Background: an optimization exercise with open tools, aiming at small area, a short achievable clock period and few clock cycles. Do not read the settings as production practice.
Power and IR drop assume default switching activity.

==> flow/design.v <==
`timescale 1ns/1ns
package alu_pkg;
	localparam int word_width = 32;
	typedef enum logic [3:0] {
		op_add  = 4'd0,
		op_sub  = 4'd1,
		op_and  = 4'd2,
		op_or   = 4'd3,
		op_not  = 4'd4,
		op_neg  = 4'd5,
		op_shr  = 4'd6,
		op_shra = 4'd7,
		op_shl  = 4'd8,
		op_ror  = 4'd9,
		op_rol  = 4'd10,
		op_mul  = 4'd11
	} alu_op_t;
endpackage
`timescale 1ns/1ns
module alu_shifting (
	input  logic [31:0] a,
	input  logic [4:0]  s,
	input  logic [4:0]  k,
	input  logic        big,
	input  logic        left,
	input  logic        shift,
	input  logic        arith,
	output logic [31:0] c
);
	logic        fill;
	logic [31:0] rot;
	logic [31:0] th;
	logic [31:0] keep;
	assign fill = arith & a[31];
	always_comb begin
		rot = a;
		if (k[0]) rot = {rot[0],    rot[31:1]};
		if (k[1]) rot = {rot[1:0],  rot[31:2]};
		if (k[2]) rot = {rot[3:0],  rot[31:4]};
		if (k[3]) rot = {rot[7:0],  rot[31:8]};
		if (k[4]) rot = {rot[15:0], rot[31:16]};
	end
	always_comb begin
		for (int i = 0; i < 32; i++)
			th[i] = (5'(i) >= s);
	end
	always_comb begin
		if (!shift)
			keep = '1;
		else if (big)
			keep = '0;
		else if (left)
			keep = th;
		else
			for (int i = 0; i < 32; i++)
				keep[i] = th[31 - i];
	end
	assign c = (rot & keep) | ({32{fill}} & ~keep);
endmodule
`timescale 1ns/1ns
module alu_cla_adder #(
	parameter int W = 40
) (
	input  logic [W-1:0] a,
	input  logic [W-1:0] b,
	output logic [W-1:0] sum
);
	assign sum = a + b;
endmodule
`timescale 1ns/1ns
module alu_booth_step (
	input  logic [31:0] m,
	input  logic [3:0]  one,
	input  logic [3:0]  two,
	input  logic [3:0]  neg,
	input  logic [32:0] s_in,
	input  logic [32:0] c_in,
	output logic [32:0] s_out,
	output logic [32:0] c_out,
	output logic [7:0]  s_lo,
	output logic [7:0]  c_lo
);
	logic [32:0]      mx;
	logic [32:0]      m2x;
	logic [3:0][32:0] r;
	logic [40:0]      a0, a1, a2, a3, sx, cx;
	logic [40:0]      s1, c1, s2, c2, s3, c3, s4, c4;
	assign mx  = {m[31], m};
	assign m2x = {m, 1'b0};
	always_comb begin
		for (int i = 0; i < 4; i++)
			r[i] = (({33{one[i]}} & mx) | ({33{two[i]}} & m2x)) ^ {33{neg[i]}};
	end
	assign a0 = {8'd0, ~r[0][32], r[0][31:0]} | (41'd170 << 32);
	assign a1 = {6'd0, ~r[1][32], r[1][31:0], 2'd0};
	assign a2 = {4'd0, ~r[2][32], r[2][31:0], 4'd0};
	assign a3 = {2'd0, ~r[3][32], r[3][31:0], 6'd0};
	assign sx = {8'd0, s_in};
	assign cx = {8'd0, c_in};
	assign s1 = a0 ^ a1 ^ a2;
	assign c1 = {((a0 & a1) | (a0 & a2) | (a1 & a2)), 1'b0};
	assign s2 = a3 ^ sx ^ cx;
	assign c2 = {((a3 & sx) | (a3 & cx) | (sx & cx)), 1'b0};
	assign s3 = s1 ^ c1 ^ s2;
	assign c3 = {((s1 & c1) | (s1 & s2) | (c1 & s2)), 1'b0};
	assign s4 = s3 ^ c3 ^ c2;
	assign c4 = {((s3 & c3) | (s3 & c2) | (c3 & c2)), 1'b0};
	assign s_lo  = s4[7:0];
	assign c_lo  = c4[7:0];
	assign s_out = s4[40:8];
	assign c_out = c4[40:8];
endmodule
module alu_booth_enc (
	input  logic [7:0] b,
	input  logic       bm1,
	output logic [3:0] one,
	output logic [3:0] two,
	output logic [3:0] neg
);
	logic [8:0] bb;
	assign bb = {b, bm1};
	always_comb begin
		for (int i = 0; i < 4; i++) begin
			one[i] = bb[2*i+1] ^ bb[2*i];
			two[i] = (bb[2*i+2] & ~bb[2*i+1] & ~bb[2*i]) |
				(~bb[2*i+2] & bb[2*i+1] & bb[2*i]);
			neg[i] = bb[2*i+2];
		end
	end
endmodule
`timescale 1ns/1ns
module alu_result_stage (
	input  logic        f_sum,
	input  logic        f_and,
	input  logic        f_or,
	input  logic        f_not,
	input  logic        f_sh,
	input  logic [31:0] y,
	input  logic [31:0] b,
	input  logic [31:0] sum,
	input  logic [31:0] shift_c,
	output logic [31:0] result
);
	assign result = ({32{f_sum}} & sum) |
		({32{f_and}} & (y & b)) |
		({32{f_or}} & (y | b)) |
		({32{f_not}} & ~b) |
		({32{f_sh}} & shift_c);
endmodule
`timescale 1ns/1ns
import alu_pkg::*;
module alu_unit (
	input  logic                           clk,
	input  logic                           rst,
	input  logic [alu_pkg::word_width-1:0] bus_in,
	input  logic                           y_load,
	input  alu_pkg::alu_op_t               op,
	input  logic                           op_valid,
	output logic [alu_pkg::word_width-1:0] z_hi,
	output logic [alu_pkg::word_width-1:0] z_lo,
	output logic                           done,
	output logic                           busy
);
	logic        accept;
	logic        acc_mul;
	logic        is_sub;
	logic        is_left;
	logic [31:0] b_r;
	logic        yl_r;
	logic [31:0] a_r;
	logic        f_sub, cin_r;
	logic        f_sum, f_and, f_or, f_not, f_sh;
	logic        f_left, f_shift, f_arith, f_big;
	logic [4:0]  f_k;
	logic        vn;
	logic        m1, ph2, ph3, ph4, ph5;
	logic [31:0] y;
	logic [31:0] b_raw;
	logic [31:0] y_next;
	logic        s32;
	logic [32:0] cs;
	logic [7:0]  sl, cl;
	logic        k;
	logic [3:0]  e_one, e_two, e_neg;
	logic [3:0]  n_one, n_two, n_neg;
	logic [3:0]  i_one, i_two, i_neg;
	logic        step;
	logic        step_more;
	logic [31:0] src;
	logic [32:0] negs;
	logic [32:0] st_s_in, st_c_in;
	logic [32:0] st_s, st_c;
	logic [7:0]  st_sl, st_cl;
	logic [8:0]  lo_sum;
	logic [7:0]  lo_byte;
	logic [39:0] add_a, add_b, add_sum;
	logic [31:0] shift_c;
	logic [31:0] result;
	assign accept  = op_valid & ~busy;
	assign acc_mul = accept & (op == op_mul);
	assign is_sub  = (op == op_sub) | (op == op_neg);
	assign is_left = (op == op_shl) | (op == op_rol);
	always_ff @(posedge clk) begin
		if (rst) begin
			yl_r <= 1'b0;
			vn   <= 1'b0;
			m1   <= 1'b0;
			ph2  <= 1'b0;
			ph3  <= 1'b0;
			ph4  <= 1'b0;
			ph5  <= 1'b0;
			busy <= 1'b0;
			done <= 1'b0;
		end else begin
			yl_r <= y_load & ~busy;
			vn   <= accept & (op != op_mul);
			m1   <= acc_mul;
			ph2  <= m1;
			ph3  <= ph2;
			ph4  <= ph3;
			ph5  <= ph4;
			busy <= acc_mul | m1 | ph2 | ph3;
			done <= vn | ph5;
		end
	end
	always_ff @(posedge clk) begin
		if (rst)
			b_r <= '0;
		else if (ph4)
			b_r <= st_c[31:0];
		else if (!busy)
			b_r <= bus_in ^ {32{is_sub}};
		if (step)
			a_r <= st_s[31:0];
		else
			a_r <= y_next & {32{(op == op_add) | (op == op_sub)}};
		f_sub   <= is_sub;
		cin_r   <= ph4 ? lo_sum[8] : (accept & is_sub);
		f_sum   <= accept & ((op == op_add) | is_sub);
		f_and   <= accept & (op == op_and);
		f_or    <= accept & (op == op_or);
		f_not   <= accept & (op == op_not);
		f_sh    <= accept & (op >= op_shr) & (op <= op_rol);
		f_left  <= is_left;
		f_shift <= (op == op_shr) | (op == op_shra) | (op == op_shl);
		f_arith <= (op == op_shra);
		f_big   <= |bus_in[31:5];
		f_k     <= is_left ? (5'd0 - bus_in[4:0]) : bus_in[4:0];
	end
	assign b_raw  = b_r ^ {32{f_sub}};
	assign y_next = yl_r ? b_raw : y;
	always_ff @(posedge clk) begin
		if (rst)
			y <= '0;
		else if (busy && y_load)
			y <= bus_in;
		else
			y <= y_next;
	end
	assign step      = m1 | ph2 | ph3 | ph4;
	assign step_more = m1 | ph2 | ph3;
	assign src       = m1 ? y : z_lo;
	alu_booth_enc u_enc_next (
		.b   (src[15:8]),
		.bm1 (src[7]),
		.one (n_one),
		.two (n_two),
		.neg (n_neg)
	);
	alu_booth_enc u_enc_first (
		.b   (y_next[7:0]),
		.bm1 (1'b0),
		.one (i_one),
		.two (i_two),
		.neg (i_neg)
	);
	always_ff @(posedge clk) begin
		if (step_more) begin
			e_one <= n_one;
			e_two <= n_two;
			e_neg <= n_neg;
		end else begin
			e_one <= i_one;
			e_two <= i_two;
			e_neg <= i_neg;
		end
	end
	always_comb begin
		negs = '0;
		for (int j = 0; j < 16; j++)
			negs[2*j] = y[2*j+1];
	end
	assign st_s_in = {s32, a_r};
	assign st_c_in = cs | (negs & {33{m1}});
	alu_booth_step u_step (
		.m     (b_r),
		.one   (e_one),
		.two   (e_two),
		.neg   (e_neg),
		.s_in  (st_s_in),
		.c_in  (st_c_in),
		.s_out (st_s),
		.c_out (st_c),
		.s_lo  (st_sl),
		.c_lo  (st_cl)
	);
	assign lo_sum = {1'b0, sl} + {1'b0, cl[7:1], k};
	always_ff @(posedge clk) begin
		if (step) begin
			s32 <= st_s[32];
			cs  <= st_c;
			sl  <= st_sl;
			cl  <= st_cl;
			k   <= lo_sum[8];
		end else begin
			s32 <= 1'b1;
			cs  <= '0;
			sl  <= {8{accept & is_sub}};
			cl  <= '0;
			k   <= 1'b0;
		end
	end
	assign add_a = {a_r, sl};
	assign add_b = {b_r, cl[7:1], cin_r};
	alu_cla_adder #(.W(40)) u_adder (
		.a   (add_a),
		.b   (add_b),
		.sum (add_sum)
	);
	alu_shifting u_shifter (
		.a     (y),
		.s     (b_r[4:0]),
		.k     (f_k),
		.big   (f_big),
		.left  (f_left),
		.shift (f_shift),
		.arith (f_arith),
		.c     (shift_c)
	);
	alu_result_stage u_result (
		.f_sum   (f_sum),
		.f_and   (f_and),
		.f_or    (f_or),
		.f_not   (f_not),
		.f_sh    (f_sh),
		.y       (y),
		.b       (b_r),
		.sum     (add_sum[39:8]),
		.shift_c (shift_c),
		.result  (result)
	);
	assign lo_byte = ph5 ? add_sum[7:0] : lo_sum[7:0];
	always_ff @(posedge clk) begin
		z_hi <= add_sum[39:8] & {32{ph5}};
		z_lo <= result | ({lo_byte, src[31:8]} & {32{step | ph5}});
	end
endmodule
export LEC_CHECK = 0
export CAP_MARGIN = 20
export CORE_MARGIN = 2
export CORE_UTILIZATION = 40
export SETUP_SLACK_MARGIN = 3.6
export SLEW_MARGIN = 20
export TNS_END_PERCENT = 5
export DONT_USE_CELLS = sky130_fd_sc_hd__fa_1 sky130_fd_sc_hd__fa_2 sky130_fd_sc_hd__fa_4 sky130_fd_sc_hd__ha_1 sky130_fd_sc_hd__ha_2 sky130_fd_sc_hd__ha_4
create_clock -name core_clock -period 6.0 [get_ports {clk}]
standard.sh (not shown) runs the stock make flow with config.mk's settings and CLKGATE_MAP_FILE= SYNTH_SCRIPT=/design/flow/synth_recipe.tcl, a recipe that flattens the netlist after the stock synthesis.
==> flow/flow/run.sh <==
#!/bin/bash
# The standard layout (the standard.sh: the same ORFS synthesis script,
# floorplan, placement, CTS and routing) with two changes:
#  - the full and half adder cells are put on the don't-use list (added to
#    config.mk, ahead of the platform's own list), so synthesis leaves adders
#    as plain gates for abc to map: a faster carry-save tree than the slow
#    fa/ha cells give, with the same registers;
#  - the port buffers that placement inserts are buf_1 cells instead of the
#    delay buffer the resizer picks by default.
# make's full output goes to flow_make.log; ORFS keeps each tool's log under
# orfs/logs/.
set -euo pipefail
printf '\nexport DONT_USE_CELLS = sky130_fd_sc_hd__fa_1 sky130_fd_sc_hd__fa_2 sky130_fd_sc_hd__fa_4 sky130_fd_sc_hd__ha_1 sky130_fd_sc_hd__ha_2 sky130_fd_sc_hd__ha_4\n' >> config.mk
export BUFFER_PORTS_ARGS="-buffer_cell sky130_fd_sc_hd__buf_1"
bash standard.sh > flow_make.log 2>&1
Next try:
--- a/flow/design.v
+++ b/flow/design.v
@@ -168,7 +168,6 @@
 	logic [31:0] b_r;
 	logic        yl_r;
-	logic [31:0] a_r;
 	logic        f_sub, cin_r;
-	logic        f_sum, f_and, f_or, f_not, f_sh;
+	logic        f_ya, f_sum, f_and, f_or, f_not, f_sh;
 	logic        f_left, f_shift, f_arith, f_big;
 	logic [4:0]  f_k;
@@ -225,16 +224,11 @@
 	end
 	always_ff @(posedge clk) begin
-		if (rst)
+		if (ph4)
 			b_r <= '0;
-		else if (ph4)
-			b_r <= st_c[31:0];
 		else if (!busy)
 			b_r <= bus_in ^ {32{is_sub}};
-		if (step)
-			a_r <= st_s[31:0];
-		else
-			a_r <= y_next & {32{(op == op_add) | (op == op_sub)}};
 		f_sub   <= is_sub;
 		cin_r   <= ph4 ? lo_sum[8] : (accept & is_sub);
+		f_ya    <= accept & ((op == op_add) | (op == op_sub));
 		f_sum   <= accept & ((op == op_add) | is_sub);
 		f_and   <= accept & (op == op_and);
@@ -291,5 +285,5 @@
 			negs[2*j] = y[2*j+1];
 	end
-	assign st_s_in = {s32, a_r};
+	assign st_s_in = {s32, z_hi & {32{~m1}}};
 	assign st_c_in = cs | (negs & {33{m1}});
 	alu_booth_step u_step (
@@ -321,6 +315,6 @@
 		end
 	end
-	assign add_a = {a_r, sl};
-	assign add_b = {b_r, cl[7:1], cin_r};
+	assign add_a = {(y & {32{f_ya}}) | (z_hi & {32{ph5}}), sl};
+	assign add_b = {b_r | cs[31:0], cl[7:1], cin_r};
 	alu_cla_adder #(.W(40)) u_adder (
 		.a   (add_a),
@@ -352,5 +346,5 @@
 	assign lo_byte = ph5 ? add_sum[7:0] : lo_sum[7:0];
 	always_ff @(posedge clk) begin
-		z_hi <= add_sum[39:8] & {32{ph5}};
+		z_hi <= (st_s[31:0] & {32{step}}) | (add_sum[39:8] & {32{ph5}});
 		z_lo <= result | ({lo_byte, src[31:8]} & {32{step | ph5}});
 	end
After rerunning: Power rose by 12%. Flip-flop and latch count drops by 31. Cell area came out higher by about 3.5%. Critical path depth came out higher by 1. Register-to-register slack is better by 0.12 ns. Fmax rises by about 4%. Global-route usage goes up by 1.1 points. Worst hold slack is better by 0.010 ns. Routed wire length goes up by about 1.4%. Setup slack gets better by 0.12 ns.
No run of this note included a check of the RTL's function; only the layout flow was run.

## port drivers added, routing unchanged
The results above use ideal ports. As a check the final layouts listed here were re-extracted and re-timed, cells and wires unchanged. Step 1 sets driving cells, clkbuf_16 on the clock port and buf_2 on the other inputs (assumed; they add their load-dependent delay and slew). Step 2, shift: input delay + t, output delay - t, t = (earliest + latest rising clock arrival at the registers) / 2. This alone moves slack from input paths to output paths. Slacks: no drivers / after step 1 / after step 2; pairs: no drivers / after step 1.
| run | t (ns) | setup WS [ns] | worst setup path after step 2 | worst data-port slew with drivers (ns) |
|---|---|---|---|---|
| the first run | 0.608 | 2.901 / 2.901 / 2.901 | register to register | 0.04 |
| the second run | 0.621 | 3.017 / 3.017 / 2.999 | input to register | 0.08 |
After both steps setup and hold are still met in every run listed. For the second run, which loses most, drivers alone change the setup slack by 0.000 ns; drivers and shift together by -0.018 ns.
